Context: an optimization exercise on an open-source flow, tuned for small area and few clock cycles per item. The choices shown serve that exercise and are no tape-out recipe. In this exercise RTL edits were held to simulation tests only and were not proved equivalent to the original.

==> flow/design.v (outline; a module is shown in full before it is edited, if it fits) <==
// module svv_sq7: 57 lines
// module svv_sq6: 43 lines
// module svv_mul_g: 356 lines
// module svv_mul_vc: 93 lines
// module svv_sq13: 188 lines
// module svv_fa: 4 lines
// module svv_ha: 4 lines
// module svv_maj: 3 lines
// module svv_xn: 3 lines
// module svv_or: 3 lines
// module stereo_voice_volume_pan_law: 212 lines
module stereo_voice_volume_pan_law (
  input  logic        clk_i,
  input  logic        rst_ni,
  input  logic        in_valid_i,
  output logic        in_ready_o,
  input  logic [6:0]  in_voice_level_i,
  input  logic [6:0]  in_cmd_volume_i,
  input  logic [6:0]  in_cmd_pan_i,
  input  logic [6:0]  in_tone_volume_i,
  input  logic [6:0]  in_tone_pan_i,
  input  logic [6:0]  in_program_volume_i,
  output logic        out_valid_o,
  input  logic        out_ready_i,
  output logic [13:0] out_left_level_o,
  output logic [13:0] out_right_level_o,
  input  logic        cfg_we_i,
  input  logic [1:0]  cfg_idx_i,
  input  logic [6:0]  cfg_data_i
);
  // ...
==> flow/flow/run.sh <==
#!/bin/bash
# The standard layout (standard.sh, all steps) with two settings of its own:
#  - each port gets a sky130_fd_sc_hd__buf_1 as its buffer (the standard flow
#    picks a larger delay buffer);
#  - clock tree synthesis uses clkbuf_8 leaf clusters of at most 15 sinks and
#    inserts no dummy loads.
# standard.sh's full output goes to standard.log in this folder.
set -euo pipefail
export BUFFER_PORTS_ARGS="-buffer_cell sky130_fd_sc_hd__buf_1"
export CTS_ARGS="-sink_clustering_enable -repair_clock_nets -dont_use_dummy_load -buf_list sky130_fd_sc_hd__clkbuf_8 -sink_clustering_size 15 -sink_clustering_max_diameter 70"
bash standard.sh finish > standard.log 2>&1
==> flow/standard.sh <==
#!/bin/bash
# synth_recipe.tcl (not shown) runs the flow's synth.tcl, then flattens the netlist and writes it again
# the make line also repeats each setting of config.mk as NAME=value (left out here)
make -C /OpenROAD-flow-scripts/flow DESIGN_CONFIG=/design/flow/config.mk WORK_HOME=/design/flow/orfs CLKGATE_MAP_FILE= SYNTH_SCRIPT=/design/flow/synth_recipe.tcl "${@:-finish}"
==> flow/config.mk <==
export PLATFORM = sky130hd
export DESIGN_NAME = stereo_voice_volume_pan_law
export DESIGN_NICKNAME = stereo_voice_volume_pan_law
export VERILOG_FILES = /design/flow/design.v
export SDC_FILE = /design/flow/constraint.sdc
export NUM_CORES = 4
export LEC_CHECK = 0
export CAP_MARGIN = 20
export CORE_MARGIN = 2
export CORE_UTILIZATION = 55
export CTS_BUF_LIST = sky130_fd_sc_hd__clkbuf_8
export CTS_CLUSTER_DIAMETER = 70
export CTS_CLUSTER_SIZE = 15
export PLACE_DENSITY = 0.8
export SLEW_MARGIN = 20
export SYNTH_HIERARCHICAL = 1
export SYNTH_MINIMUM_KEEP_SIZE = 0
==> flow/constraint.sdc <==
create_clock -name core_clock -period 7.0 [get_ports {clk_i}]
set_input_delay 1.4000 -clock core_clock [delete_from_list [all_inputs] [get_ports {clk_i}]]
set_output_delay 1.4000 -clock core_clock [all_outputs]
set_load 0.01 [all_outputs]
==> metrics.md, run 1 <==
| Metric | Value |
|---|---|
| Final hold vios | 0 |
| Final cell count without fillers | 6,759 |
| Syn Nets | 6,962 |
| Inverters, non-clock | 73 |
| WL met2 | 69,690 um |
| ANT cells | 1 |
| Crit path max fanout | 6 |
| Crit path to | r_q4[6] |
| Outcome | timing/DRC/antenna clean |
| Final ANT Viol Nets | 0 |
| Gpl congestion | 0.9116 |
| Die span in y | 333.5 um |
| Grt ovf | 0 |
| Share of cells above drive strength 1 | 10.66% |
| Worst skew pair latency | 0.71 ns |
| Via-to-Cell Ratio | 6.012 |
| Worst min path class | reg -> reg |
| Routed vias | 40,630 |
| Vias in the first global route | 44,960 |
| Top Usage Layer GRT | met2 |
| Global-route wire length before repair | 226,500 um |
| Hold Path Sink | oth_q3[13] |
| WL met1 | 52,380 um |
| Avg Synthesized Cell Area | 11.08 um^2 |
| Most frequent cells in the layout | nand2_1, fa_1, edfxtp_1 |
| DIE WIDTH | 333.5 um |
| Worst R2R End | r_q4[6] |
| Grt met2 use | 43.87% |
| WL met3 | 10,540 um |
| Tmin final | 6.830 ns |
| Top cell category | multi-input gates |
| # Taps | 1,403 |
| Final Cell Area | 62,370 um^2 |
| Final clock-cell share | 0.9268% |
| Top Metal Used | met5 |
| CP max stage delay | 0.54 ns |
| Largest net degree at the start of global routing | 146 |
| Max-Cap Viols | 0 |
Testbench counts, summed over its fixed seeds: cycles 9,672, items 9,600.
==> inputs of run 2 (changes only) <==
--- a/flow/config.mk
+++ b/flow/config.mk
@@ -7,11 +7,11 @@
 export LEC_CHECK = 0
 export CAP_MARGIN = 20
 export CORE_MARGIN = 2
-export CORE_UTILIZATION = 55
+export CORE_UTILIZATION = 65
 export CTS_BUF_LIST = sky130_fd_sc_hd__clkbuf_8
 export CTS_CLUSTER_DIAMETER = 70
 export CTS_CLUSTER_SIZE = 15
-export PLACE_DENSITY = 0.8
+export PLACE_DENSITY = 0.85
 export SLEW_MARGIN = 20
 export SYNTH_HIERARCHICAL = 1
 export SYNTH_MINIMUM_KEEP_SIZE = 0
==> metrics.md, run 2 <==
| Metric | Value |
|---|---|
| Gate Count Post-Synth | 5,389 (unchanged) |
| Clock tree root buffer cell | clkbuf_8 (unchanged) |
| Setup Skew | 0.08425 ns (was 0.1144 ns) |
| Avg Synthesized Cell Area | 11.08 um^2 (unchanged) |
| Sum Neg Setup Slack | 0 ns (unchanged) |
| Overall global routing resource usage | 31.14% (was 25.20%) |
| Reg2reg setup slack | 0.06 ns (was 0.17 ns) |
| Max clock buf depth | 3 (unchanged) |
| Worst hold slack | 0.3970 ns (was 0.4127 ns) |
| WP data required | 7.48 ns (was 7.47 ns) |
| Initial core utilization | 65.35% (was 55.63%) |
| Clk slew on worst S/H paths | 0.10 ns (was 0.09 ns) |
| Syn Nets | 6,962 (unchanged) |
| Startpoint Class | flop (unchanged) |
| IO Port Bufs | 85 (unchanged) |
| Detailed router's first-iteration violation count | 4,292 (was 3,352) |
| Gpl congestion | 0.9399 (was 0.9116) |
| Row Count | 111 (was 120) |
| Final cell count without fillers | 6,563 (was 6,759) |
| Core Area | 91,390 um^2 (was 107,400 um^2) |
| Worst skew pair latency | 0.72 ns (was 0.71 ns) |
| Initial antenna violation count | 3 (unchanged) |
| Placed insts | 6,499 (was 6,712) |
| DIE WIDTH | 307.1 um (was 333.5 um) |
| Actual slew at the worst max-slew pin | 1.028 ns (was 0.8544 ns) |
| # setup viols final | 0 (unchanged) |
| I/O pin count | 86 (unchanged) |
| Share of cells above drive strength 1 | 11.00% (was 10.66%) |
| Post-DP HPWL | 110,300 um (was 105,300 um) |
| Htree depth | 2 (unchanged) |
| Die area | 94,320 um^2 (was 111,200 um^2) |
| Final ANT Viol Nets | 0 (unchanged) |
| Crit path max fanout | 6 (unchanged) |
| Vias in the first global route | 45,500 (was 44,960) |
| Commonest non-fill, non-tap cell in the layout | nand2_1 (unchanged) |
| RSZ-0062 raised after global routing | yes |
| Final Max Slew Viols | 0 (unchanged) |
| Worst Setup End Kind | flop (unchanged) |
| Global-route wire length before repair | 233,500 um (was 226,500 um) |
| Final worst path period share | 99.09% (was 97.58%) |
| Routed vias | 41,810 (was 40,630) |
| Outcome | timing/DRC/antenna clean (unchanged) |
| Crit Path Category | reg -> reg (unchanged) |
| Nets@finish | 6,948 (was 6,930) |
| Final Cell Area | 62,260 um^2 (was 62,370 um^2) |
| Most frequent cells in the layout | nand2_1, fa_1, edfxtp_1 (unchanged) |
| Placement Cell Area | 61,440 um^2 (was 61,700 um^2) |
| Synthesized cell area | 59,720 um^2 (unchanged) |
| Max-Cap Viols | 0 (unchanged) |
| Routed Wire Length | 142,700 um (was 137,200 um) |
| Data arrival, critical path | 7.42 ns (was 7.30 ns) |
| Rel. slew slack | 31.45% (was 42.53%) |
| # hold bufs at CTS | 0 (unchanged) |
| Tmin final | 6.936 ns (was 6.830 ns) |
| Area growth, synth to finish | 4.245% (was 4.431%) |
| Maximum operating frequency | 144.2 MHz (was 146.4 MHz) |
| CTS tree | built (unchanged) |
| Worst min path class | reg -> reg (unchanged) |
| Drt drc | 0 (unchanged) |
| Sink Count | 395 (unchanged) |
| Final hold vios | 0 (unchanged) |
| Largest net degree at the start of global routing | 176 (was 146) |
| Die span in y | 307.1 um (was 333.5 um) |
| WL per Instance | 21.74 um (was 20.29 um) |
| Via-to-Cell Ratio | 6.370 (was 6.012) |
| TritonCTS Buffers | 43 (was 42) |
| First-pass iteration count of the detailed router | 8 (was 5) |
| Yosys Warn Count | 7 (unchanged) |
| Grt ovf | 0 (unchanged) |
[run 2: through the flow]
step	setup slack [ns]	utilization, %
final	0.06362	68.13
after global routing	-0.1284	68.12
after CTS	0.04369	67.91
after detailed placement	-0.1004	67.23
after global placement	0.04896	67.23
after floorplan	0.1065	-
[run 2: cell type report]
cell class | instances | area [um^2]
Multi-Input combinational cell | 4548 | 46070
Inverter | 73 | 290.3
Timing Repair Buffer | 314 | 2054
Antenna cell | 4 | 10.01
Fill cell | 6203 | 29130
Sequential cell | 395 | 11760
Tap cell | 1186 | 1484
Clock buffer | 43 | 591.8
[run 2: final timing paths]
check / from / end / cells past startpoint
worst max-delay path: p2on_q3 / l_q4[12] / 21
worst min-delay path: cv_q2[5] / cv_q3[5] / 0
worst max register to register: p2on_q3 / l_q4[12] / 21
worst min register to register: cv_q2[5] / cv_q3[5] / 0
max in group asynchronous: rst_ni / sfx_q[5] / 2
min in group asynchronous: rst_ni / vld_q[1] / 1
[run 2: layer usage]
layer,routed length (um),vias to the layer above,share of wire [%],GRT usage [%]
met5,13,-,0.0091,0
met4,5780,2,4.1,12.27
met3,14370,497,10,6.465
met2,70060,2704,49,51.89
met1,52470,21290,37,40.38
li1,-,17310,-,-
[run 2: worst max-delay path: stages, from the launching register on]
cell and delay, ns:
edfxtp_1 0.51, mux2_4 0.39, nand2_4 0.07, fa_1 0.46, fa_1 0.52, fa_1 0.49, maj3_2 0.32, maj3_2 0.32
maj3_2 0.30, maj3_2 0.29, maj3_2 0.30, maj3_2 0.29, maj3_2 0.32, fa_2 0.44, fa_2 0.40, a211o_1 0.29
a21oi_2 0.22, buf_4 0.15, o221ai_2 0.09, a21oi_2 0.16, xor2_1 0.10, mux2_2 0.27
[run 2: repair_timing]
action / CTS / global route
cloned: 0 / 0
setup endpoints to repair: 8 / 17
gates resized for setup: 6 / 17
buffers inserted: 1 / 16
pin swaps: 0 / 18
==> inputs of run 3 (changes only) <==
--- a/flow/config.mk
+++ b/flow/config.mk
@@ -7,11 +7,10 @@
 export LEC_CHECK = 0
 export CAP_MARGIN = 20
 export CORE_MARGIN = 2
-export CORE_UTILIZATION = 65
+export CORE_UTILIZATION = 40
 export CTS_BUF_LIST = sky130_fd_sc_hd__clkbuf_8
 export CTS_CLUSTER_DIAMETER = 70
 export CTS_CLUSTER_SIZE = 15
-export PLACE_DENSITY = 0.85
 export SLEW_MARGIN = 20
 export SYNTH_HIERARCHICAL = 1
 export SYNTH_MINIMUM_KEEP_SIZE = 0
==> metrics.md, run 3 <==
| Metric | Value |
|---|---|
| Final Max Slew Viols | 0 (unchanged) |
| Reg2reg start | p2on_q3 (unchanged) |
| GR Util met3 | 2.391% (was 6.465%) |
| Avg Synthesized Cell Area | 11.08 um^2 (unchanged) |
| Most frequent CP cell | maj3_2 (unchanged) |
| Nets@finish | 6,950 (was 6,948) |
| Worst Setup End Kind | flop (unchanged) |
| Most frequent cells in the layout | nand2_1, fa_1, edfxtp_1 (unchanged) |
| Data arrival, critical path | 7.33 ns (was 7.42 ns) |
| Synthesized cell area | 59,720 um^2 (unchanged) |
| Commonest non-fill, non-tap cell in the layout | nand2_1 (unchanged) |
| Row Count | 141 (was 111) |
| IO Port Bufs | 85 (unchanged) |
| Worst hold slack | 0.3709 ns (was 0.3970 ns) |
| Startpoint Class | flop (unchanged) |
| Maximum operating frequency | 146.1 MHz (was 144.2 MHz) |
| WL per Instance | 19.41 um (was 21.74 um) |
| Final cell count without fillers | 7,307 (was 6,563) |
| Yosys Warn Count | 7 (unchanged) |
| Crit. Startpoint | p2on_q3 (unchanged) |
| # setup viols final | 0 (unchanged) |
| Core Area | 148,000 um^2 (was 91,390 um^2) |
| Max clock buf depth | 3 (unchanged) |
| CP bufs+invs | 0 (was 1) |
| Die span in y | 390.4 um (was 307.1 um) |
| Initial core utilization | 40.35% (was 65.35%) |
| Actual slew at the worst max-slew pin | 0.9524 ns (was 1.028 ns) |
| Placed insts | 7,257 (was 6,499) |
| Share of cells above drive strength 1 | 10.90% (was 11.00%) |
| Drt drc | 0 (unchanged) |
| Outcome | timing/DRC/antenna clean (unchanged) |
| Grt ovf | 0 (unchanged) |
| Overall global routing resource usage | 19.03% (was 31.14%) |
| Clk slew on worst S/H paths | 0.09 ns (was 0.10 ns) |
| Crit Path Category | reg -> reg (unchanged) |
| Final worst path period share | 97.79% (was 99.09%) |
| Routed vias | 39,420 (was 41,810) |
| Rel. slew slack | 36.51% (was 31.45%) |
| Gate Count Post-Synth | 5,389 (unchanged) |
| Crit-path leading delay family | adder cells (unchanged) |
| WP data required | 7.49 ns (was 7.48 ns) |
| Gpl congestion | 0.8501 (was 0.9399) |
| Tmin final | 6.846 ns (was 6.936 ns) |
| CTS tree | built (unchanged) |
| First-pass iteration count of the detailed router | 8 (unchanged) |
| Final hold vios | 0 (unchanged) |
| Launch point of the worst hold path | cv_q2[6] (was cv_q2[5]) |
| Final ANT Viol Nets | 0 (unchanged) |
| Die area | 152,400 um^2 (was 94,320 um^2) |
| Area growth, synth to finish | 5.839% (was 4.245%) |
| Top Usage Layer GRT | met2 (unchanged) |
| Clock tree root buffer cell | clkbuf_8 (unchanged) |
| Htree depth | 2 (unchanged) |
| Worst skew pair latency | 0.78 ns (was 0.72 ns) |
| Via-to-Cell Ratio | 5.395 (was 6.370) |
| Sink Count | 395 (unchanged) |
| Max-Cap Viols | 0 (unchanged) |
| Setup Skew | 0.1082 ns (was 0.08425 ns) |
| Routed Wire Length | 141,800 um (was 142,700 um) |
| Largest net degree at the start of global routing | 202 (was 176) |
| Syn Nets | 6,962 (unchanged) |
| Worst min path class | reg -> reg (unchanged) |
| Detailed router's first-iteration violation count | 2,562 (was 4,292) |
| Worst path slowest cell | fa_1 (unchanged) |
| Met1 usage | 25.28% (was 40.38%) |
| TritonCTS Buffers | 46 (was 43) |
| Global-route wire length before repair | 233,400 um (was 233,500 um) |
| Crit path max fanout | 7 (was 6) |
| Post-DP HPWL | 109,500 um (was 110,300 um) |
| Vias in the first global route | 43,420 (was 45,500) |
| Initial antenna violation count | 1 (was 3) |
| I/O pin count | 86 (unchanged) |
| Grt met2 use | 33.08% (was 51.89%) |
| Crit path cell chain | mux2_4 > nand2_1 > xnor2_1 > fa_1 > fa_1 > maj3_2 > maj3_2 > maj3_2 > maj3_2 > maj3_2 > maj3_2 > maj3_2 > maj3_2 > fa_2 > fa_2 > a211o_1 > a21oi_2 > nand2b_4 > o21ai_0 > xnor2_1 > mux2_2 (was mux2_4 > nand2_4 > fa_1 > fa_1 > fa_1 > maj3_2 > maj3_2 > maj3_2 > maj3_2 > maj3_2 > maj3_2 > maj3_2 > fa_2 > fa_2 > a211o_1 > a21oi_2 > buf_4 > o221ai_2 > a21oi_2 > xor2_1 > mux2_2) |
| DIE WIDTH | 390.4 um (was 307.1 um) |
| CP max stage delay | 0.57 ns (was 0.52 ns) |
[run 3: metal layers]
metal  routed length, um  up-vias
met2               71340     1185
met4                3042        0
met1               60400    20740
li1                    -    17290
met3                7046      199
met5                   0        -
[run 3: through the flow]
stage	setup TNS [ns]	worst slack (ns)	instance area, um^2	utilization (%)
after floorplan	0	0.1065	59720	-
after global placement	0	0.05671	62520	42.24
after detailed placement	0	0.01715	62520	42.24
after CTS	0	0.009465	63150	42.66
after global routing	-0.008292	-0.008292	63210	42.70
final	0	0.1544	63210	42.71
[run 3: area by class of cell]
class | instances | area [um^2]
clock buffer | 46 | 633.1
inverter | 73 | 290.3
sequential | 395 | 11760
antenna | 2 | 5.005
tap | 1930 | 2415
multi-input combinational | 4548 | 46010
timing repair buffer | 313 | 2097
fill | 13890 | 84810
[run 3: worst register-to-register path: stages, from the launching register on]
cell      delay, ns
edfxtp_1       0.48
mux2_4         0.39
nand2_1        0.10
xnor2_1        0.10
fa_1           0.57
fa_1           0.44
maj3_2         0.33
maj3_2         0.31
maj3_2         0.32
maj3_2         0.32
maj3_2         0.31
maj3_2         0.31
maj3_2         0.31
maj3_2         0.33
fa_2           0.39
fa_2           0.36
a211o_1        0.31
a21oi_2        0.20
nand2b_4       0.16
o21ai_0        0.10
xnor2_1        0.18
mux2_2         0.27
[run 3: path summary, 6_finish.rpt]
kind                            end  slack [ns]  depth (start not counted)
min                        cv_q3[6]        0.37                          0
min in group asynchronous  vld_q[0]        0.65                          2
max                        l_q4[10]        0.15                         21
max reg2reg                l_q4[10]        0.15                         21
max in group asynchronous  sfx_q[0]        6.05                          2
min reg2reg                cv_q3[6]        0.37                          0
[run 3: repair_timing]
action | CTS | global route
hold buffers | 0 | 0
resized for setup | 0 | 8
endpoints found under the setup margin | 0 | 11
buffers inserted | 0 | 2
==> module svv_mul_g, before the edit <==
module svv_mul_g (input logic [13:0] a, input logic [13:0] b, output logic [13:0] y);
  logic t1, t2, t3, t4, t5, t6, t7, t8, t9, t10, t11, t12, t13, t14, t15, t16;
  logic t17, t18, t19, t20, t21, t22, t23, t24, t25, t26, t27, t28, t29, t30, t31, t32;
  logic t33, t34, t35, t36, t37, t38, t39, t40, t41, t42, t43, t44, t45, t46, t47, t48;
  logic t49, t50, t51, t52, t53, t54, t55, t56, t57, t58, t59, t60, t61, t62, t63, t64;
  logic t65, t66, t67, t68, t69, t70, t71, t72, t73, t74, t75, t76, t77, t78, t79, t80;
  logic t81, t82, t83, t84, t85, t86, t87, t88, t89, t90, t91, t92, t93, t94, t95, t96;
  logic t97, t98, t99, t100, t101, t102, t103, t104, t105, t106, t107, t108, t109, t110, t111, t112;
  logic t113, t114, t115, t116, t117, t118, t119, t120, t121, t122, t123, t124, t125, t126, t127, t128;
  logic t129, t130, t131, t132, t133, t134, t135, t136, t137, t138, t139, t140, t141, t142, t143, t144;
  logic t145, t146, t147, t148, t149, t150, t151, t152, t153, t154, t155, t156, t157, t158, t159, t160;
  logic t161, t162, t163, t164, t165, t166, t167, t168, t169, t170, t171, t172, t173, t174, t175, t176;
  logic t177, t178, t179, t180, t181, t182, t183, t184, t185, t186, t187, t188, t189, t190, t191, t192;
  logic t193, t194, t195, t196, t197, t198, t199, t200, t201, t202, t203, t204, t205, t206, t207, t208;
  logic t209, t210, t211, t212, t213, t214, t215, t216, t217, t218, t219, t220, t221, t222, t223, t224;
  logic t225, t226, t227, t228, t229, t230, t231, t232, t233, t234, t235, t236, t237, t238, t239, t240;
  logic t241, t242, t243, t244, t245, t246, t247, t248, t249, t250, t251, t252, t253, t254, t255, t256;
  logic t257, t258, t259, t260, t261, t262, t263, t264, t265, t266, t267, t268, t269, t270, t271, t272;
  logic t273, t274, t275, t276, t277, t278, t279, t280, t281, t282, t283, t284, t285, t286, t287, t288;
  logic t289, t290, t291, t292, t293, t294, t295, t296, t297, t298, t299, t300, t301, t302, t303, t304;
  logic t305, t306, t307, t308, t309, t310, t311, t312, t313, t314, t315, t316, t317, t318, t319, t320;
  logic t321, t322, t323, t324, t325, t326, t327, t328, t329, t330, t331, t332, t333, t334, t335, t336;
  logic t337, t338, t339, t340, t341, t342, t343, t344, t345, t346, t347, t348, t349, t350, t351, t352;
  logic t353, t354, t355, t356, t357, t358, t359, t360, t361, t362, t363, t364, t365, t366, t367, t368;
  logic t369, t370, t371, t372, t373, t374, t375, t376, t377, t378, t379, t380, t381, t382, t383, t384;
  logic t385, t386, t387, t388, t389, t390, t391, t392, t393, t394, t395, t396, t397, t398, t399, t400;
  logic t401, t402, t403, t404, t405, t406, t407, t408, t409, t410, t411, t412, t413, t414, t415, t416;
  logic t417, t418, t419, t420, t421, t422, t423, t424, t425, t426, t427, t428, t429, t430, t431, t432;
  logic t433, t434, t435, t436, t437, t438, t439;
  assign t1 = ~(a[0] & b[0]);
  assign t2 = ~(a[1] & b[0]);
  assign t3 = ~((a[2] & b[0]) | (a[0] & b[2]));
  assign t4 = ~(a[0] & b[3]);
  assign t5 = ~((a[3] & b[0]) | (a[1] & b[2]));
  assign t6 = ~(a[0] & b[4]);
  assign t7 = ~(a[1] & b[3]);
  assign t8 = ~((a[4] & b[0]) | (a[2] & b[2]));
  assign t9 = ~(a[0] & b[5]);
  assign t10 = ~(a[1] & b[4]);
  assign t11 = ~(a[2] & b[3]);
  assign t12 = ~((a[5] & b[0]) | (a[3] & b[2]));
  assign t13 = ~(a[0] & b[6]);
  assign t14 = ~(a[1] & b[5]);
  assign t15 = ~(a[2] & b[4]);
  assign t16 = ~(a[3] & b[3]);
  assign t17 = ~((a[6] & b[0]) | (a[4] & b[2]));
  assign t18 = ~(a[0] & b[7]);
  assign t19 = ~(a[1] & b[6]);
  assign t20 = ~(a[2] & b[5]);
  assign t21 = ~(a[3] & b[4]);
  assign t22 = ~(a[4] & b[3]);
  assign t23 = ~((a[7] & b[0]) | (a[5] & b[2]));
  assign t24 = ~(a[0] & b[8]);
  assign t25 = ~(a[1] & b[7]);
  assign t26 = ~(a[2] & b[6]);
  assign t27 = ~(a[3] & b[5]);
  assign t28 = ~(a[4] & b[4]);
  assign t29 = ~(a[5] & b[3]);
  assign t30 = ~((a[8] & b[0]) | (a[6] & b[2]));
  assign t31 = ~(a[0] & b[9]);
  assign t32 = ~(a[1] & b[8]);
  assign t33 = ~(a[2] & b[7]);
  assign t34 = ~(a[3] & b[6]);
  assign t35 = ~(a[4] & b[5]);
  assign t36 = ~(a[5] & b[4]);
  assign t37 = ~(a[6] & b[3]);
  assign t38 = ~((a[9] & b[0]) | (a[7] & b[2]));
  assign t39 = ~(a[0] & b[10]);
  assign t40 = ~(a[1] & b[9]);
  assign t41 = ~(a[2] & b[8]);
  assign t42 = ~(a[3] & b[7]);
  assign t43 = ~(a[4] & b[6]);
  assign t44 = ~(a[5] & b[5]);
  assign t45 = ~(a[6] & b[4]);
  assign t46 = ~(a[7] & b[3]);
  assign t47 = ~((a[10] & b[0]) | (a[8] & b[2]));
  assign t48 = ~(a[0] & b[11]);
  assign t49 = ~(a[1] & b[10]);
  assign t50 = ~(a[2] & b[9]);
  assign t51 = ~(a[3] & b[8]);
  assign t52 = ~(a[4] & b[7]);
  assign t53 = ~(a[5] & b[6]);
  assign t54 = ~(a[6] & b[5]);
  assign t55 = ~(a[7] & b[4]);
  assign t56 = ~(a[8] & b[3]);
  assign t57 = ~((a[11] & b[0]) | (a[9] & b[2]));
  assign t58 = ~(a[0] & b[12]);
  assign t59 = ~(a[1] & b[11]);
  assign t60 = ~(a[2] & b[10]);
  assign t61 = ~(a[3] & b[9]);
  assign t62 = ~(a[4] & b[8]);
  assign t63 = ~(a[5] & b[7]);
  assign t64 = ~(a[6] & b[6]);
  assign t65 = ~(a[7] & b[5]);
  assign t66 = ~(a[8] & b[4]);
  assign t67 = ~(a[9] & b[3]);
  assign t68 = ~((a[12] & b[0]) | (a[10] & b[2]));
  assign t69 = ~(a[0] & b[13]);
  assign t70 = ~(a[1] & b[12]);
  assign t71 = ~(a[2] & b[11]);
  assign t72 = ~(a[3] & b[10]);
  assign t73 = ~(a[4] & b[9]);
  assign t74 = ~(a[5] & b[8]);
  assign t75 = ~(a[6] & b[7]);
  assign t76 = ~(a[7] & b[6]);
  assign t77 = ~(a[8] & b[5]);
  assign t78 = ~(a[9] & b[4]);
  assign t79 = ~(a[10] & b[3]);
  assign t80 = ~((a[13] & b[0]) | (a[11] & b[2]));
  assign t81 = ~(a[1] & b[13]);
  assign t82 = ~(a[2] & b[12]);
  assign t83 = ~(a[3] & b[11]);
  assign t84 = ~(a[4] & b[10]);
  assign t85 = ~(a[5] & b[9]);
  assign t86 = ~(a[6] & b[8]);
  assign t87 = ~(a[7] & b[7]);
  assign t88 = ~(a[8] & b[6]);
  assign t89 = ~(a[9] & b[5]);
  assign t90 = ~(a[10] & b[4]);
  assign t91 = ~((a[11] & b[3]) | (a[12] & b[2]));
  assign t92 = ~(a[2] & b[13]);
  assign t93 = ~(a[3] & b[12]);
  assign t94 = ~(a[4] & b[11]);
  assign t95 = ~(a[5] & b[10]);
  assign t96 = ~(a[6] & b[9]);
  assign t97 = ~(a[7] & b[8]);
  assign t98 = ~(a[8] & b[7]);
  assign t99 = ~(a[9] & b[6]);
  assign t100 = ~(a[10] & b[5]);
  assign t101 = ~(a[11] & b[4]);
  assign t102 = ~((a[12] & b[3]) | (a[13] & b[2]));
  assign t103 = ~(a[3] & b[13]);
  assign t104 = ~(a[4] & b[12]);
  assign t105 = ~(a[5] & b[11]);
  assign t106 = ~(a[6] & b[10]);
  assign t107 = ~(a[7] & b[9]);
  assign t108 = ~(a[8] & b[8]);
  assign t109 = ~(a[9] & b[7]);
  assign t110 = ~(a[10] & b[6]);
  assign t111 = ~(a[11] & b[5]);
  assign t112 = ~(a[12] & b[4]);
  assign t113 = ~(a[13] & b[3]);
  assign t114 = ~(a[4] & b[13]);
  assign t115 = ~(a[5] & b[12]);
  assign t116 = ~(a[6] & b[11]);
  assign t117 = ~(a[7] & b[10]);
  assign t118 = ~(a[8] & b[9]);
  assign t119 = ~(a[9] & b[8]);
  assign t120 = ~(a[10] & b[7]);
  assign t121 = ~(a[11] & b[6]);
  assign t122 = ~(a[12] & b[5]);
  assign t123 = ~(a[13] & b[4]);
  assign t124 = ~(a[5] & b[13]);
  assign t125 = ~(a[6] & b[12]);
  assign t126 = ~(a[7] & b[11]);
  assign t127 = ~(a[8] & b[10]);
  assign t128 = ~(a[9] & b[9]);
  assign t129 = ~(a[10] & b[8]);
  assign t130 = ~(a[11] & b[7]);
  assign t131 = ~(a[12] & b[6]);
  assign t132 = ~(a[13] & b[5]);
  assign t133 = ~(a[6] & b[13]);
  assign t134 = ~(a[7] & b[12]);
  assign t135 = ~(a[8] & b[11]);
  assign t136 = ~(a[9] & b[10]);
  assign t137 = ~(a[10] & b[9]);
  assign t138 = ~(a[11] & b[8]);
  assign t139 = ~(a[12] & b[7]);
  assign t140 = ~(a[13] & b[6]);
  assign t141 = ~(a[7] & b[13]);
  assign t142 = ~(a[8] & b[12]);
  assign t143 = ~(a[9] & b[11]);
  assign t144 = ~(a[10] & b[10]);
  assign t145 = ~(a[11] & b[9]);
  assign t146 = ~(a[12] & b[8]);
  assign t147 = ~(a[13] & b[7]);
  assign t148 = ~(a[8] & b[13]);
  assign t149 = ~(a[9] & b[12]);
  assign t150 = ~(a[10] & b[11]);
  assign t151 = ~(a[11] & b[10]);
  assign t152 = ~(a[12] & b[9]);
  assign t153 = ~(a[13] & b[8]);
  assign t154 = ~(a[9] & b[13]);
  assign t155 = ~(a[10] & b[12]);
  assign t156 = ~(a[11] & b[11]);
  assign t157 = ~(a[12] & b[10]);
  assign t158 = ~(a[13] & b[9]);
  assign t159 = ~(a[10] & b[13]);
  assign t160 = ~(a[11] & b[12]);
  assign t161 = ~(a[12] & b[11]);
  assign t162 = ~(a[13] & b[10]);
  assign t163 = ~(a[11] & b[13]);
  assign t164 = ~(a[12] & b[12]);
  assign t165 = ~(a[13] & b[11]);
  assign t166 = ~(a[12] & b[13]);
  assign t167 = ~(a[13] & b[12]);
  assign t168 = ~(a[13] & b[13]);
  svv_xn u_t169 (.a(t48), .b(t49), .y(t169));
  svv_or u_t170 (.a(t48), .b(t49), .y(t170));
  svv_fa u_t171 (.a(t58), .b(t59), .c(t60), .s(t171), .co(t172));
  svv_xn u_t173 (.a(t61), .b(t62), .y(t173));
  svv_or u_t174 (.a(t61), .b(t62), .y(t174));
  svv_fa u_t175 (.a(t69), .b(t70), .c(t71), .s(t175), .co(t176));
  svv_fa u_t177 (.a(t72), .b(t73), .c(t74), .s(t177), .co(t178));
  svv_xn u_t179 (.a(t75), .b(t76), .y(t179));
  svv_or u_t180 (.a(t75), .b(t76), .y(t180));
  svv_fa u_t181 (.a(t81), .b(t82), .c(t83), .s(t181), .co(t182));
  svv_fa u_t183 (.a(t84), .b(t85), .c(t86), .s(t183), .co(t184));
  svv_xn u_t185 (.a(t87), .b(t88), .y(t185));
  svv_or u_t186 (.a(t87), .b(t88), .y(t186));
  svv_fa u_t187 (.a(t92), .b(t93), .c(t94), .s(t187), .co(t188));
  svv_fa u_t189 (.a(t95), .b(t96), .c(t97), .s(t189), .co(t190));
  svv_xn u_t191 (.a(t98), .b(t99), .y(t191));
  svv_or u_t192 (.a(t98), .b(t99), .y(t192));
  svv_fa u_t193 (.a(t103), .b(t104), .c(t105), .s(t193), .co(t194));
  svv_fa u_t195 (.a(t106), .b(t107), .c(t108), .s(t195), .co(t196));
  svv_xn u_t197 (.a(t109), .b(t110), .y(t197));
  svv_or u_t198 (.a(t109), .b(t110), .y(t198));
  svv_fa u_t199 (.a(t114), .b(t115), .c(t116), .s(t199), .co(t200));
  svv_fa u_t201 (.a(t117), .b(t118), .c(t119), .s(t201), .co(t202));
  svv_fa u_t203 (.a(t124), .b(t125), .c(t126), .s(t203), .co(t204));
  svv_xn u_t205 (.a(t24), .b(t25), .y(t205));
  svv_or u_t206 (.a(t24), .b(t25), .y(t206));
  svv_fa u_t207 (.a(t31), .b(t32), .c(t33), .s(t207), .co(t208));
  svv_xn u_t209 (.a(t34), .b(t35), .y(t209));
  svv_or u_t210 (.a(t34), .b(t35), .y(t210));
  svv_fa u_t211 (.a(t39), .b(t40), .c(t41), .s(t211), .co(t212));
  svv_fa u_t213 (.a(t42), .b(t43), .c(t44), .s(t213), .co(t214));
  svv_xn u_t215 (.a(t45), .b(t46), .y(t215));
  svv_or u_t216 (.a(t45), .b(t46), .y(t216));
  svv_fa u_t217 (.a(t169), .b(t50), .c(t51), .s(t217), .co(t218));
  svv_fa u_t219 (.a(t52), .b(t53), .c(t54), .s(t219), .co(t220));
  svv_fa u_t221 (.a(t55), .b(t56), .c(t57), .s(t221), .co(t222));
  svv_fa u_t223 (.a(t170), .b(t171), .c(t173), .s(t223), .co(t224));
  svv_fa u_t225 (.a(t63), .b(t64), .c(t65), .s(t225), .co(t226));
  svv_fa u_t227 (.a(t66), .b(t67), .c(t68), .s(t227), .co(t228));
  svv_fa u_t229 (.a(t172), .b(t174), .c(t175), .s(t229), .co(t230));
  svv_fa u_t231 (.a(t177), .b(t179), .c(t77), .s(t231), .co(t232));
  svv_fa u_t233 (.a(t78), .b(t79), .c(t80), .s(t233), .co(t234));
  svv_fa u_t235 (.a(t176), .b(t178), .c(t180), .s(t235), .co(t236));
  svv_fa u_t237 (.a(t181), .b(t183), .c(t185), .s(t237), .co(t238));
  svv_fa u_t239 (.a(t89), .b(t90), .c(t91), .s(t239), .co(t240));
  svv_fa u_t241 (.a(t182), .b(t184), .c(t186), .s(t241), .co(t242));
  svv_fa u_t243 (.a(t187), .b(t189), .c(t191), .s(t243), .co(t244));
  svv_fa u_t245 (.a(t100), .b(t101), .c(t102), .s(t245), .co(t246));
  svv_fa u_t247 (.a(t188), .b(t190), .c(t192), .s(t247), .co(t248));
  svv_fa u_t249 (.a(t193), .b(t195), .c(t197), .s(t249), .co(t250));
  svv_fa u_t251 (.a(t111), .b(t112), .c(t113), .s(t251), .co(t252));
  svv_fa u_t253 (.a(t194), .b(t196), .c(t198), .s(t253), .co(t254));
  svv_fa u_t255 (.a(t199), .b(t201), .c(t120), .s(t255), .co(t256));
  svv_fa u_t257 (.a(t121), .b(t122), .c(t123), .s(t257), .co(t258));
  svv_fa u_t259 (.a(t200), .b(t202), .c(t203), .s(t259), .co(t260));
  svv_fa u_t261 (.a(t127), .b(t128), .c(t129), .s(t261), .co(t262));
  svv_fa u_t263 (.a(t130), .b(t131), .c(t132), .s(t263), .co(t264));
  svv_fa u_t265 (.a(t204), .b(t133), .c(t134), .s(t265), .co(t266));
  svv_fa u_t267 (.a(t135), .b(t136), .c(t137), .s(t267), .co(t268));
  svv_fa u_t269 (.a(t138), .b(t139), .c(t140), .s(t269), .co(t270));
  svv_fa u_t271 (.a(t141), .b(t142), .c(t143), .s(t271), .co(t272));
  svv_fa u_t273 (.a(t144), .b(t145), .c(t146), .s(t273), .co(t274));
  svv_fa u_t275 (.a(t148), .b(t149), .c(t150), .s(t275), .co(t276));
  svv_xn u_t277 (.a(t13), .b(t14), .y(t277));
  svv_or u_t278 (.a(t13), .b(t14), .y(t278));
  svv_fa u_t279 (.a(t18), .b(t19), .c(t20), .s(t279), .co(t280));
  svv_xn u_t281 (.a(t21), .b(t22), .y(t281));
  svv_or u_t282 (.a(t21), .b(t22), .y(t282));
  svv_fa u_t283 (.a(t205), .b(t26), .c(t27), .s(t283), .co(t284));
  svv_fa u_t285 (.a(t28), .b(t29), .c(t30), .s(t285), .co(t286));
  svv_fa u_t287 (.a(t206), .b(t207), .c(t209), .s(t287), .co(t288));
  svv_fa u_t289 (.a(t36), .b(t37), .c(t38), .s(t289), .co(t290));
  svv_fa u_t291 (.a(t208), .b(t210), .c(t211), .s(t291), .co(t292));
  svv_fa u_t293 (.a(t213), .b(t215), .c(t47), .s(t293), .co(t294));
  svv_fa u_t295 (.a(t212), .b(t214), .c(t216), .s(t295), .co(t296));
  svv_fa u_t297 (.a(t217), .b(t219), .c(t221), .s(t297), .co(t298));
  svv_fa u_t299 (.a(t218), .b(t220), .c(t222), .s(t299), .co(t300));
  svv_fa u_t301 (.a(t223), .b(t225), .c(t227), .s(t301), .co(t302));
  svv_fa u_t303 (.a(t224), .b(t226), .c(t228), .s(t303), .co(t304));
  svv_fa u_t305 (.a(t229), .b(t231), .c(t233), .s(t305), .co(t306));
  svv_fa u_t307 (.a(t230), .b(t232), .c(t234), .s(t307), .co(t308));
  svv_fa u_t309 (.a(t235), .b(t237), .c(t239), .s(t309), .co(t310));
  svv_fa u_t311 (.a(t236), .b(t238), .c(t240), .s(t311), .co(t312));
  svv_fa u_t313 (.a(t241), .b(t243), .c(t245), .s(t313), .co(t314));
  svv_fa u_t315 (.a(t242), .b(t244), .c(t246), .s(t315), .co(t316));
  svv_fa u_t317 (.a(t247), .b(t249), .c(t251), .s(t317), .co(t318));
  svv_fa u_t319 (.a(t248), .b(t250), .c(t252), .s(t319), .co(t320));
  svv_fa u_t321 (.a(t253), .b(t255), .c(t257), .s(t321), .co(t322));
  svv_fa u_t323 (.a(t254), .b(t256), .c(t258), .s(t323), .co(t324));
  svv_fa u_t325 (.a(t259), .b(t261), .c(t263), .s(t325), .co(t326));
  svv_fa u_t327 (.a(t260), .b(t262), .c(t264), .s(t327), .co(t328));
  svv_fa u_t329 (.a(t265), .b(t267), .c(t269), .s(t329), .co(t330));
  svv_fa u_t331 (.a(t266), .b(t268), .c(t270), .s(t331), .co(t332));
  svv_fa u_t333 (.a(t271), .b(t273), .c(t147), .s(t333), .co(t334));
  svv_fa u_t335 (.a(t272), .b(t274), .c(t275), .s(t335), .co(t336));
  svv_fa u_t337 (.a(t151), .b(t152), .c(t153), .s(t337), .co(t338));
  svv_fa u_t339 (.a(t276), .b(t154), .c(t155), .s(t339), .co(t340));
  svv_fa u_t341 (.a(t156), .b(t157), .c(t158), .s(t341), .co(t342));
  svv_fa u_t343 (.a(t159), .b(t160), .c(t161), .s(t343), .co(t344));
  svv_xn u_t345 (.a(t9), .b(t10), .y(t345));
  svv_or u_t346 (.a(t9), .b(t10), .y(t346));
  svv_fa u_t347 (.a(t277), .b(t15), .c(t16), .s(t347), .co(t348));
  svv_fa u_t349 (.a(t278), .b(t279), .c(t281), .s(t349), .co(t350));
  svv_fa u_t351 (.a(t280), .b(t282), .c(t283), .s(t351), .co(t352));
  svv_fa u_t353 (.a(t284), .b(t286), .c(t287), .s(t353), .co(t354));
  svv_fa u_t355 (.a(t288), .b(t290), .c(t291), .s(t355), .co(t356));
  svv_fa u_t357 (.a(t292), .b(t294), .c(t295), .s(t357), .co(t358));
  svv_fa u_t359 (.a(t296), .b(t298), .c(t299), .s(t359), .co(t360));
  svv_fa u_t361 (.a(t300), .b(t302), .c(t303), .s(t361), .co(t362));
  svv_fa u_t363 (.a(t304), .b(t306), .c(t307), .s(t363), .co(t364));
  svv_fa u_t365 (.a(t308), .b(t310), .c(t311), .s(t365), .co(t366));
  svv_fa u_t367 (.a(t312), .b(t314), .c(t315), .s(t367), .co(t368));
  svv_fa u_t369 (.a(t316), .b(t318), .c(t319), .s(t369), .co(t370));
  svv_fa u_t371 (.a(t320), .b(t322), .c(t323), .s(t371), .co(t372));
  svv_fa u_t373 (.a(t324), .b(t326), .c(t327), .s(t373), .co(t374));
  svv_fa u_t375 (.a(t328), .b(t330), .c(t331), .s(t375), .co(t376));
  svv_fa u_t377 (.a(t332), .b(t334), .c(t335), .s(t377), .co(t378));
  svv_fa u_t379 (.a(t336), .b(t338), .c(t339), .s(t379), .co(t380));
  svv_fa u_t381 (.a(t340), .b(t342), .c(t343), .s(t381), .co(t382));
  svv_fa u_t383 (.a(t344), .b(t163), .c(t164), .s(t383), .co(t384));
  svv_xn u_t385 (.a(t6), .b(t7), .y(t385));
  svv_or u_t386 (.a(t6), .b(t7), .y(t386));
  svv_fa u_t387 (.a(t345), .b(t11), .c(t12), .s(t387), .co(t388));
  svv_fa u_t389 (.a(t346), .b(t347), .c(t17), .s(t389), .co(t390));
  svv_fa u_t391 (.a(t348), .b(t349), .c(t23), .s(t391), .co(t392));
  svv_fa u_t393 (.a(t350), .b(t351), .c(t285), .s(t393), .co(t394));
  svv_fa u_t395 (.a(t352), .b(t353), .c(t289), .s(t395), .co(t396));
  svv_fa u_t397 (.a(t354), .b(t355), .c(t293), .s(t397), .co(t398));
  svv_fa u_t399 (.a(t356), .b(t357), .c(t297), .s(t399), .co(t400));
  svv_fa u_t401 (.a(t358), .b(t359), .c(t301), .s(t401), .co(t402));
  svv_fa u_t403 (.a(t360), .b(t361), .c(t305), .s(t403), .co(t404));
  svv_fa u_t405 (.a(t362), .b(t363), .c(t309), .s(t405), .co(t406));
  svv_fa u_t407 (.a(t364), .b(t365), .c(t313), .s(t407), .co(t408));
  svv_fa u_t409 (.a(t366), .b(t367), .c(t317), .s(t409), .co(t410));
  svv_fa u_t411 (.a(t368), .b(t369), .c(t321), .s(t411), .co(t412));
  svv_fa u_t413 (.a(t370), .b(t371), .c(t325), .s(t413), .co(t414));
  svv_fa u_t415 (.a(t372), .b(t373), .c(t329), .s(t415), .co(t416));
  svv_fa u_t417 (.a(t374), .b(t375), .c(t333), .s(t417), .co(t418));
  svv_fa u_t419 (.a(t376), .b(t377), .c(t337), .s(t419), .co(t420));
  svv_fa u_t421 (.a(t378), .b(t379), .c(t341), .s(t421), .co(t422));
  svv_fa u_t423 (.a(t380), .b(t381), .c(t162), .s(t423), .co(t424));
  svv_fa u_t425 (.a(t382), .b(t383), .c(t165), .s(t425), .co(t426));
  svv_fa u_t427 (.a(t384), .b(t166), .c(t167), .s(t427), .co(t428));
  assign t429 = t4 | t5;
  svv_maj u_t430 (.a(t385), .b(t8), .c(t429), .y(t430));
  svv_maj u_t431 (.a(t386), .b(t387), .c(t430), .y(t431));
  svv_maj u_t432 (.a(t388), .b(t389), .c(t431), .y(t432));
  svv_maj u_t433 (.a(t390), .b(t391), .c(t432), .y(t433));
  svv_maj u_t434 (.a(t392), .b(t393), .c(t433), .y(t434));
  svv_maj u_t435 (.a(t394), .b(t395), .c(t434), .y(t435));
  svv_maj u_t436 (.a(t396), .b(t397), .c(t435), .y(t436));
  svv_maj u_t437 (.a(t398), .b(t399), .c(t436), .y(t437));
  svv_maj u_t438 (.a(t400), .b(t401), .c(t437), .y(t438));
  svv_maj u_t439 (.a(t402), .b(t403), .c(t438), .y(t439));
  wire [13:0] ra = {1'b1, t428, t426, t424, t422, t420, t418, t416, t414, t412, t410, t408, t406, t404};
  wire [13:0] rb = {1'b1, t168, t427, t425, t423, t421, t419, t417, t415, t413, t411, t409, t407, t405};
  wire [13:0] sh = ~(ra + rb + {13'd0, t439});
  assign y = {sh[13], sh[12], sh[11], sh[10], sh[9], sh[8], sh[7], sh[6], sh[5], sh[4], sh[3], sh[2], sh[1], sh[0]};
endmodule
==> module svv_sq13, before the edit <==
module svv_sq13 (input logic [12:0] a, output logic [13:0] y);
  logic t1, t2, t3, t4, t5, t6, t7, t8, t9, t10, t11, t12, t13, t14, t15, t16;
  logic t17, t18, t19, t20, t21, t22, t23, t24, t25, t26, t27, t28, t29, t30, t31, t32;
  logic t33, t34, t35, t36, t37, t38, t39, t40, t41, t42, t43, t44, t45, t46, t47, t48;
  logic t49, t50, t51, t52, t53, t54, t55, t56, t57, t58, t59, t60, t61, t62, t63, t64;
  logic t65, t66, t67, t68, t69, t70, t71, t72, t73, t74, t75, t76, t77, t78, t79, t80;
  logic t81, t82, t83, t84, t85, t86, t87, t88, t89, t90, t91, t92, t93, t94, t95, t96;
  logic t97, t98, t99, t100, t101, t102, t103, t104, t105, t106, t107, t108, t109, t110, t111, t112;
  logic t113, t114, t115, t116, t117, t118, t119, t120, t121, t122, t123, t124, t125, t126, t127, t128;
  logic t129, t130, t131, t132, t133, t134, t135, t136, t137, t138, t139, t140, t141, t142, t143, t144;
  logic t145, t146, t147, t148, t149, t150, t151, t152, t153, t154, t155, t156, t157, t158, t159, t160;
  logic t161, t162, t163, t164, t165, t166, t167, t168, t169, t170, t171, t172, t173, t174, t175, t176;
  logic t177, t178, t179, t180, t181, t182, t183, t184, t185, t186, t187, t188, t189, t190, t191, t192;
  logic t193, t194, t195, t196, t197, t198, t199, t200, t201, t202, t203, t204, t205, t206, t207, t208;
  logic t209, t210, t211, t212, t213, t214, t215;
  assign t1 = ~(a[0]);
  assign t2 = ~(a[0] & a[1]);
  assign t3 = ~(a[1]);
  assign t4 = ~(a[0] & a[2]);
  assign t5 = ~(a[0] & a[3]);
  assign t6 = ~(a[1] & a[2]);
  assign t7 = ~(a[2]);
  assign t8 = ~(a[0] & a[4]);
  assign t9 = ~(a[1] & a[3]);
  assign t10 = ~(a[0] & a[5]);
  assign t11 = ~(a[1] & a[4]);
  assign t12 = ~(a[2] & a[3]);
  assign t13 = ~(a[3]);
  assign t14 = ~(a[0] & a[6]);
  assign t15 = ~(a[1] & a[5]);
  assign t16 = ~(a[2] & a[4]);
  assign t17 = ~(a[0] & a[7]);
  assign t18 = ~(a[1] & a[6]);
  assign t19 = ~(a[2] & a[5]);
  assign t20 = ~(a[3] & a[4]);
  assign t21 = ~(a[4]);
  assign t22 = ~(a[0] & a[8]);
  assign t23 = ~(a[1] & a[7]);
  assign t24 = ~(a[2] & a[6]);
  assign t25 = ~(a[3] & a[5]);
  assign t26 = ~(a[0] & a[9]);
  assign t27 = ~(a[1] & a[8]);
  assign t28 = ~(a[2] & a[7]);
  assign t29 = ~(a[3] & a[6]);
  assign t30 = ~(a[4] & a[5]);
  assign t31 = ~(a[5]);
  assign t32 = ~(a[0] & a[10]);
  assign t33 = ~(a[1] & a[9]);
  assign t34 = ~(a[2] & a[8]);
  assign t35 = ~(a[3] & a[7]);
  assign t36 = ~(a[4] & a[6]);
  assign t37 = ~(a[0] & a[11]);
  assign t38 = ~(a[1] & a[10]);
  assign t39 = ~(a[2] & a[9]);
  assign t40 = ~(a[3] & a[8]);
  assign t41 = ~(a[4] & a[7]);
  assign t42 = ~(a[5] & a[6]);
  assign t43 = ~(a[6]);
  assign t44 = ~(a[0] & a[12]);
  assign t45 = ~(a[1] & a[11]);
  assign t46 = ~(a[2] & a[10]);
  assign t47 = ~(a[3] & a[9]);
  assign t48 = ~(a[4] & a[8]);
  assign t49 = ~(a[5] & a[7]);
  assign t50 = ~(a[1] & a[12]);
  assign t51 = ~(a[2] & a[11]);
  assign t52 = ~(a[3] & a[10]);
  assign t53 = ~(a[4] & a[9]);
  assign t54 = ~(a[5] & a[8]);
  assign t55 = ~(a[6] & a[7]);
  assign t56 = ~(a[7]);
  assign t57 = ~(a[2] & a[12]);
  assign t58 = ~(a[3] & a[11]);
  assign t59 = ~(a[4] & a[10]);
  assign t60 = ~(a[5] & a[9]);
  assign t61 = ~(a[6] & a[8]);
  assign t62 = ~(a[3] & a[12]);
  assign t63 = ~(a[4] & a[11]);
  assign t64 = ~(a[5] & a[10]);
  assign t65 = ~(a[6] & a[9]);
  assign t66 = ~(a[7] & a[8]);
  assign t67 = ~(a[8]);
  assign t68 = ~(a[4] & a[12]);
  assign t69 = ~(a[5] & a[11]);
  assign t70 = ~(a[6] & a[10]);
  assign t71 = ~(a[7] & a[9]);
  assign t72 = ~(a[5] & a[12]);
  assign t73 = ~(a[6] & a[11]);
  assign t74 = ~(a[7] & a[10]);
  assign t75 = ~(a[8] & a[9]);
  assign t76 = ~(a[9]);
  assign t77 = ~(a[6] & a[12]);
  assign t78 = ~(a[7] & a[11]);
  assign t79 = ~(a[8] & a[10]);
  assign t80 = ~(a[7] & a[12]);
  assign t81 = ~(a[8] & a[11]);
  assign t82 = ~(a[9] & a[10]);
  assign t83 = ~(a[10]);
  assign t84 = ~(a[8] & a[12]);
  assign t85 = ~(a[9] & a[11]);
  assign t86 = ~(a[9] & a[12]);
  assign t87 = ~(a[10] & a[11]);
  assign t88 = ~(a[11]);
  assign t89 = ~(a[10] & a[12]);
  assign t90 = ~(a[11] & a[12]);
  assign t91 = ~(a[12]);
  svv_xn u_t92 (.a(t37), .b(t38), .y(t92));
  svv_or u_t93 (.a(t37), .b(t38), .y(t93));
  svv_xn u_t94 (.a(t44), .b(t45), .y(t94));
  svv_or u_t95 (.a(t44), .b(t45), .y(t95));
  svv_fa u_t96 (.a(t50), .b(t51), .c(t52), .s(t96), .co(t97));
  svv_xn u_t98 (.a(t17), .b(t18), .y(t98));
  svv_or u_t99 (.a(t17), .b(t18), .y(t99));
  svv_xn u_t100 (.a(t22), .b(t23), .y(t100));
  svv_or u_t101 (.a(t22), .b(t23), .y(t101));
  svv_fa u_t102 (.a(t26), .b(t27), .c(t28), .s(t102), .co(t103));
  svv_xn u_t104 (.a(t29), .b(t30), .y(t104));
  svv_or u_t105 (.a(t29), .b(t30), .y(t105));
  svv_fa u_t106 (.a(t32), .b(t33), .c(t34), .s(t106), .co(t107));
  svv_xn u_t108 (.a(t35), .b(t36), .y(t108));
  svv_or u_t109 (.a(t35), .b(t36), .y(t109));
  svv_fa u_t110 (.a(t92), .b(t39), .c(t40), .s(t110), .co(t111));
  svv_fa u_t112 (.a(t41), .b(t42), .c(t43), .s(t112), .co(t113));
  svv_fa u_t114 (.a(t93), .b(t94), .c(t46), .s(t114), .co(t115));
  svv_fa u_t116 (.a(t47), .b(t48), .c(t49), .s(t116), .co(t117));
  svv_fa u_t118 (.a(t95), .b(t96), .c(t53), .s(t118), .co(t119));
  svv_fa u_t120 (.a(t54), .b(t55), .c(t56), .s(t120), .co(t121));
  svv_fa u_t122 (.a(t97), .b(t57), .c(t58), .s(t122), .co(t123));
  svv_fa u_t124 (.a(t59), .b(t60), .c(t61), .s(t124), .co(t125));
  svv_fa u_t126 (.a(t62), .b(t63), .c(t64), .s(t126), .co(t127));
  svv_fa u_t128 (.a(t65), .b(t66), .c(t67), .s(t128), .co(t129));
  svv_fa u_t130 (.a(t68), .b(t69), .c(t70), .s(t130), .co(t131));
  svv_fa u_t132 (.a(t72), .b(t73), .c(t74), .s(t132), .co(t133));
  svv_xn u_t134 (.a(t10), .b(t11), .y(t134));
  svv_or u_t135 (.a(t10), .b(t11), .y(t135));
  svv_xn u_t136 (.a(t14), .b(t15), .y(t136));
  svv_or u_t137 (.a(t14), .b(t15), .y(t137));
  svv_fa u_t138 (.a(t98), .b(t19), .c(t20), .s(t138), .co(t139));
  svv_fa u_t140 (.a(t99), .b(t100), .c(t24), .s(t140), .co(t141));
  svv_fa u_t142 (.a(t101), .b(t102), .c(t104), .s(t142), .co(t143));
  svv_fa u_t144 (.a(t103), .b(t105), .c(t106), .s(t144), .co(t145));
  svv_fa u_t146 (.a(t107), .b(t109), .c(t110), .s(t146), .co(t147));
  svv_fa u_t148 (.a(t111), .b(t113), .c(t114), .s(t148), .co(t149));
  svv_fa u_t150 (.a(t115), .b(t117), .c(t118), .s(t150), .co(t151));
  svv_fa u_t152 (.a(t119), .b(t121), .c(t122), .s(t152), .co(t153));
  svv_fa u_t154 (.a(t123), .b(t125), .c(t126), .s(t154), .co(t155));
  svv_fa u_t156 (.a(t127), .b(t129), .c(t130), .s(t156), .co(t157));
  svv_fa u_t158 (.a(t131), .b(t132), .c(t75), .s(t158), .co(t159));
  svv_fa u_t160 (.a(t133), .b(t77), .c(t78), .s(t160), .co(t161));
  svv_fa u_t162 (.a(t80), .b(t81), .c(t82), .s(t162), .co(t163));
  svv_xn u_t164 (.a(t5), .b(t6), .y(t164));
  svv_or u_t165 (.a(t5), .b(t6), .y(t165));
  svv_xn u_t166 (.a(t8), .b(t9), .y(t166));
  svv_or u_t167 (.a(t8), .b(t9), .y(t167));
  svv_fa u_t168 (.a(t134), .b(t12), .c(t13), .s(t168), .co(t169));
  svv_fa u_t170 (.a(t135), .b(t136), .c(t16), .s(t170), .co(t171));
  svv_fa u_t172 (.a(t137), .b(t138), .c(t21), .s(t172), .co(t173));
  svv_fa u_t174 (.a(t139), .b(t140), .c(t25), .s(t174), .co(t175));
  svv_fa u_t176 (.a(t141), .b(t142), .c(t31), .s(t176), .co(t177));
  svv_fa u_t178 (.a(t143), .b(t144), .c(t108), .s(t178), .co(t179));
  svv_fa u_t180 (.a(t145), .b(t146), .c(t112), .s(t180), .co(t181));
  svv_fa u_t182 (.a(t147), .b(t148), .c(t116), .s(t182), .co(t183));
  svv_fa u_t184 (.a(t149), .b(t150), .c(t120), .s(t184), .co(t185));
  svv_fa u_t186 (.a(t151), .b(t152), .c(t124), .s(t186), .co(t187));
  svv_fa u_t188 (.a(t153), .b(t154), .c(t128), .s(t188), .co(t189));
  svv_fa u_t190 (.a(t155), .b(t156), .c(t71), .s(t190), .co(t191));
  svv_fa u_t192 (.a(t157), .b(t158), .c(t76), .s(t192), .co(t193));
  svv_fa u_t194 (.a(t159), .b(t160), .c(t79), .s(t194), .co(t195));
  svv_fa u_t196 (.a(t161), .b(t162), .c(t83), .s(t196), .co(t197));
  svv_fa u_t198 (.a(t163), .b(t84), .c(t85), .s(t198), .co(t199));
  svv_fa u_t200 (.a(t86), .b(t87), .c(t88), .s(t200), .co(t201));
  assign t202 = t2 | t3;
  assign t203 = t4 | t202;
  svv_maj u_t204 (.a(t164), .b(t7), .c(t203), .y(t204));
  svv_maj u_t205 (.a(t165), .b(t166), .c(t204), .y(t205));
  svv_maj u_t206 (.a(t167), .b(t168), .c(t205), .y(t206));
  svv_maj u_t207 (.a(t169), .b(t170), .c(t206), .y(t207));
  svv_maj u_t208 (.a(t171), .b(t172), .c(t207), .y(t208));
  svv_maj u_t209 (.a(t173), .b(t174), .c(t208), .y(t209));
  svv_maj u_t210 (.a(t175), .b(t176), .c(t209), .y(t210));
  svv_maj u_t211 (.a(t177), .b(t178), .c(t210), .y(t211));
  svv_fa u_t212 (.a(t179), .b(t180), .c(t211), .s(t212), .co(t213));
  svv_fa u_t214 (.a(t181), .b(t182), .c(t213), .s(t214), .co(t215));
  wire [11:0] ra = {1'b1, t90, t201, t199, t197, t195, t193, t191, t189, t187, t185, t183};
  wire [11:0] rb = {1'b1, t91, t89, t200, t198, t196, t194, t192, t190, t188, t186, t184};
  wire [11:0] sh = ~(ra + rb + {11'd0, t215});
  assign y = {sh[11], sh[10], sh[9], sh[8], sh[7], sh[6], sh[5], sh[4], sh[3], sh[2], sh[1], sh[0], ~t214, ~t212};
endmodule
==> inputs of run 4 (changes only) <==
--- a/flow/design.v
+++ b/flow/design.v
@@ -441,16 +441,16 @@
   svv_fa u_t425 (.a(t382), .b(t383), .c(t165), .s(t425), .co(t426));
   svv_fa u_t427 (.a(t384), .b(t166), .c(t167), .s(t427), .co(t428));
   assign t429 = t4 | t5;
-  svv_maj u_t430 (.a(t385), .b(t8), .c(t429), .y(t430));
-  svv_maj u_t431 (.a(t386), .b(t387), .c(t430), .y(t431));
-  svv_maj u_t432 (.a(t388), .b(t389), .c(t431), .y(t432));
-  svv_maj u_t433 (.a(t390), .b(t391), .c(t432), .y(t433));
-  svv_maj u_t434 (.a(t392), .b(t393), .c(t433), .y(t434));
-  svv_maj u_t435 (.a(t394), .b(t395), .c(t434), .y(t435));
-  svv_maj u_t436 (.a(t396), .b(t397), .c(t435), .y(t436));
-  svv_maj u_t437 (.a(t398), .b(t399), .c(t436), .y(t437));
-  svv_maj u_t438 (.a(t400), .b(t401), .c(t437), .y(t438));
-  svv_maj u_t439 (.a(t402), .b(t403), .c(t438), .y(t439));
+  assign t430 = (t385 & t8) | (t385 & t429) | (t8 & t429);
+  assign t431 = (t386 & t387) | (t386 & t430) | (t387 & t430);
+  assign t432 = (t388 & t389) | (t388 & t431) | (t389 & t431);
+  assign t433 = (t390 & t391) | (t390 & t432) | (t391 & t432);
+  assign t434 = (t392 & t393) | (t392 & t433) | (t393 & t433);
+  assign t435 = (t394 & t395) | (t394 & t434) | (t395 & t434);
+  assign t436 = (t396 & t397) | (t396 & t435) | (t397 & t435);
+  assign t437 = (t398 & t399) | (t398 & t436) | (t399 & t436);
+  assign t438 = (t400 & t401) | (t400 & t437) | (t401 & t437);
+  assign t439 = (t402 & t403) | (t402 & t438) | (t403 & t438);
   wire [13:0] ra = {1'b1, t428, t426, t424, t422, t420, t418, t416, t414, t412, t410, t408, t406, t404};
   wire [13:0] rb = {1'b1, t168, t427, t425, t423, t421, t419, t417, t415, t413, t411, t409, t407, t405};
   wire [13:0] sh = ~(ra + rb + {13'd0, t439});
@@ -722,14 +722,14 @@
   svv_fa u_t200 (.a(t86), .b(t87), .c(t88), .s(t200), .co(t201));
   assign t202 = t2 | t3;
   assign t203 = t4 | t202;
-  svv_maj u_t204 (.a(t164), .b(t7), .c(t203), .y(t204));
-  svv_maj u_t205 (.a(t165), .b(t166), .c(t204), .y(t205));
-  svv_maj u_t206 (.a(t167), .b(t168), .c(t205), .y(t206));
-  svv_maj u_t207 (.a(t169), .b(t170), .c(t206), .y(t207));
-  svv_maj u_t208 (.a(t171), .b(t172), .c(t207), .y(t208));
-  svv_maj u_t209 (.a(t173), .b(t174), .c(t208), .y(t209));
-  svv_maj u_t210 (.a(t175), .b(t176), .c(t209), .y(t210));
-  svv_maj u_t211 (.a(t177), .b(t178), .c(t210), .y(t211));
+  assign t204 = (t164 & t7) | (t164 & t203) | (t7 & t203);
+  assign t205 = (t165 & t166) | (t165 & t204) | (t166 & t204);
+  assign t206 = (t167 & t168) | (t167 & t205) | (t168 & t205);
+  assign t207 = (t169 & t170) | (t169 & t206) | (t170 & t206);
+  assign t208 = (t171 & t172) | (t171 & t207) | (t172 & t207);
+  assign t209 = (t173 & t174) | (t173 & t208) | (t174 & t208);
+  assign t210 = (t175 & t176) | (t175 & t209) | (t176 & t209);
+  assign t211 = (t177 & t178) | (t177 & t210) | (t178 & t210);
   svv_fa u_t212 (.a(t179), .b(t180), .c(t211), .s(t212), .co(t213));
   svv_fa u_t214 (.a(t181), .b(t182), .c(t213), .s(t214), .co(t215));
   wire [11:0] ra = {1'b1, t90, t201, t199, t197, t195, t193, t191, t189, t187, t185, t183};
--- a/flow/config.mk
+++ b/flow/config.mk
@@ -7,10 +7,11 @@
 export LEC_CHECK = 0
 export CAP_MARGIN = 20
 export CORE_MARGIN = 2
-export CORE_UTILIZATION = 40
+export CORE_UTILIZATION = 55
 export CTS_BUF_LIST = sky130_fd_sc_hd__clkbuf_8
 export CTS_CLUSTER_DIAMETER = 70
 export CTS_CLUSTER_SIZE = 15
+export PLACE_DENSITY = 0.8
 export SLEW_MARGIN = 20
 export SYNTH_HIERARCHICAL = 1
 export SYNTH_MINIMUM_KEEP_SIZE = 0
==> metrics.md, run 4 <==
| Metric | Value |
|---|---|
| Rel. slew slack | 35.63% (was 36.51%) |
| Final ANT Viol Nets | 0 (unchanged) |
| Actual slew at the worst max-slew pin | 0.9656 ns (was 0.9524 ns) |
| Avg Synthesized Cell Area | 11.02 um^2 (was 11.08 um^2) |
| Worst skew pair latency | 0.73 ns (was 0.78 ns) |
| Yosys Warn Count | 7 (unchanged) |
| RSZ-0062 raised after global routing | yes |
| Row Count | 120 (was 141) |
| Hold Path Sink | pv_q3[2] (was cv_q3[6]) |
| Final hold vios | 0 (unchanged) |
| Gpl congestion | 0.9129 (was 0.8501) |
| Reg2reg setup slack | -0.04 ns (was 0.15 ns) |
| Setup Skew | 0.1165 ns (was 0.1082 ns) |
| Area growth, synth to finish | 5.723% (was 5.839%) |
| Worst R2R End | r_q4[12] (was l_q4[10]) |
| FF-to-FF path depth | 27 (was 21) |
| Launch point of the worst hold path | pv_q2[2] (was cv_q2[6]) |
| Worst hold slack | 0.3848 ns (was 0.3709 ns) |
| Reg2reg start | p2on_q3 (unchanged) |
| Final Max Slew Viols | 0 (unchanged) |
| IO Port Bufs | 85 (unchanged) |
| DIE WIDTH | 332.5 um (was 390.4 um) |
| Share of cells above drive strength 1 | 10.15% (was 10.90%) |
| Core Area | 107,100 um^2 (was 148,000 um^2) |
| Worst path slowest cell | fa_1 (unchanged) |
| Die span in y | 332.5 um (was 390.4 um) |
| Worst min path class | reg -> reg (unchanged) |
| Nets@finish | 6,994 (was 6,950) |
| Final worst path period share | 100.5% (was 97.79%) |
| Violated layout checks | negative setup slack |
| Startpoint Class | flop (unchanged) |
| Synthesized cell area | 59,350 um^2 (was 59,720 um^2) |
| First-pass iteration count of the detailed router | 6 (was 8) |
| Crit-path leading delay family | adder cells (unchanged) |
| Routed vias | 40,590 (was 39,420) |
| CP max stage delay | 0.52 ns (was 0.57 ns) |
| # setup viols final | 2 (was 0) |
| TritonCTS Buffers | 45 (was 46) |
| Clk slew on worst S/H paths | 0.08 ns (was 0.09 ns) |
| Routed Wire Length | 135,300 um (was 141,800 um) |
| Max-Cap Viols | 0 (unchanged) |
| Max clock buf depth | 3 (unchanged) |
| Outcome | failed layout checks (was timing/DRC/antenna clean) |
| Initial core utilization | 55.44% (was 40.35%) |
| Most frequent cells in the layout | nand2_1, fa_1, edfxtp_1 (unchanged) |
| CP bufs+invs | 3 (was 0) |
| Post-DP HPWL | 104,900 um (was 109,500 um) |
| Crit path max fanout | 5 (was 7) |
| Vias in the first global route | 44,930 (was 43,420) |
| Syn Nets | 6,957 (was 6,962) |
| Commonest non-fill, non-tap cell in the layout | nand2_1 (unchanged) |
| I/O pin count | 86 (unchanged) |
| Final WS setup | -0.03825 ns (was 0.1544 ns) |
| Via-to-Cell Ratio | 5.949 (was 5.395) |
| Met1 usage | 31.16% (was 25.28%) |
| Htree depth | 2 (unchanged) |
| Maximum operating frequency | 142.1 MHz (was 146.1 MHz) |
| Clock tree root buffer cell | clkbuf_8 (unchanged) |
| Gate Count Post-Synth | 5,384 (was 5,389) |
| Global-route wire length before repair | 223,800 um (was 233,400 um) |
| WP data required | 7.46 ns (was 7.49 ns) |
| Sink Count | 395 (unchanged) |
| Tmin final | 7.038 ns (was 6.846 ns) |
-- run 4: worst max path at each step --
stage	endpoint	slack [ns]	depth (start not counted)
2_1_floorplan	r_q4[12]	0.02	27
3_3_place_gp	r_q4[12]	-0.04	28
3_5_place_dp	l_q4[11]	-0.13	26
4_1_cts	r_q4[12]	-0.04	28
5_1_grt	l_q4[12]	-0.26	27
6_report	r_q4[12]	-0.04	27
-- run 4: timing repair --
action / 4_1_cts / 5_1_grt
gates cloned: 0 / 1
buffers inserted: 2 / 39
hold buffers: 0 / 0
resized for setup: 4 / 56
pin swaps: 4 / 35
setup endpoints to repair: 4 / 29
-- run 4: cell type report --
cell class	count	share of cell area [%]
Antenna cell	1	0.003988
Timing Repair Buffer	362	4.097
Multi-Input combinational cell	4515	72.74
Sequential cell	395	18.73
Tap cell	1403	2.797
Clock buffer	45	0.9870
Inverter	102	0.6361
-- run 4: per-stage QoR --
stage | setup TNS (ns) | instance area [um^2] | utilization (%) | instances
floorplan | 0 | 59370 | - | 5384
global placement | -0.09801 | 61510 | 57.46 | 6735
detailed placement | -0.4710 | 61510 | 57.46 | 6735
CTS | -0.07645 | 62160 | 58.07 | 6782
global route | -0.8129 | 62750 | 58.62 | 6823
finish | -0.07104 | 62750 | 58.62 | 6823
-- run 4: worst register-to-register path: cells and delay by family, from the launching register on --
family	cells	cell delay (ns)
AND/OR/NAND/NOR	2	0.13
multiplexers	2	0.62
AO/OA/AOI/OAI	10	1.85
XOR/XNOR	1	0.16
flip-flops	1	0.49
adder cells (fa/ha/maj)	9	3.30
buffers and inverters	3	0.25
-- run 4: routing by layer --
metal | part of all wire [%] | wire (um)
met4 | 4.1 | 5495
met3 | 7.4 | 9966
met2 | 51 | 68470
met1 | 38 | 51370
met5 | 0.021 | 29
Testbench counts of run 4, summed over its fixed seeds: cycles 9,672, items 9,600.

## separate check: timing with driven ports
In the flow no input, the clock included, has a driving cell. The finished layouts below were timed again as built, in two steps. Step 1: set_driving_cell puts a clkbuf_16 on clk_i and a buf_2 on each other input, an assumption about the parent block. Step 2 moves the port delays by t, midway between the first and last clock arrival at a register: inputs arrive t later, outputs are due t later. That takes back most of the time a late clock gives input paths. Three values: ideal, step 1, step 2; two values: the first two.
run	t (ns)	setup WS [ns]	clock arrival spread, ns	pins driven straight from the clock port
run 1	0.717	0.170 / 0.170 / -0.023	0.122 / 0.121	1
run 2	0.742	0.064 / 0.064 / -0.072	0.109 / 0.109	1
run 3	0.780	0.154 / 0.154 / 0.123	0.151 / 0.151	1
run 4	0.739	-0.038 / -0.038 / -0.038	0.117 / 0.117	1
With both steps, setup timing fails in run 1 and run 2, where it was met with ideal ports. For run 1, which loses most, drivers alone change the setup slack by 0.000 ns; drivers and shift together by -0.193 ns.
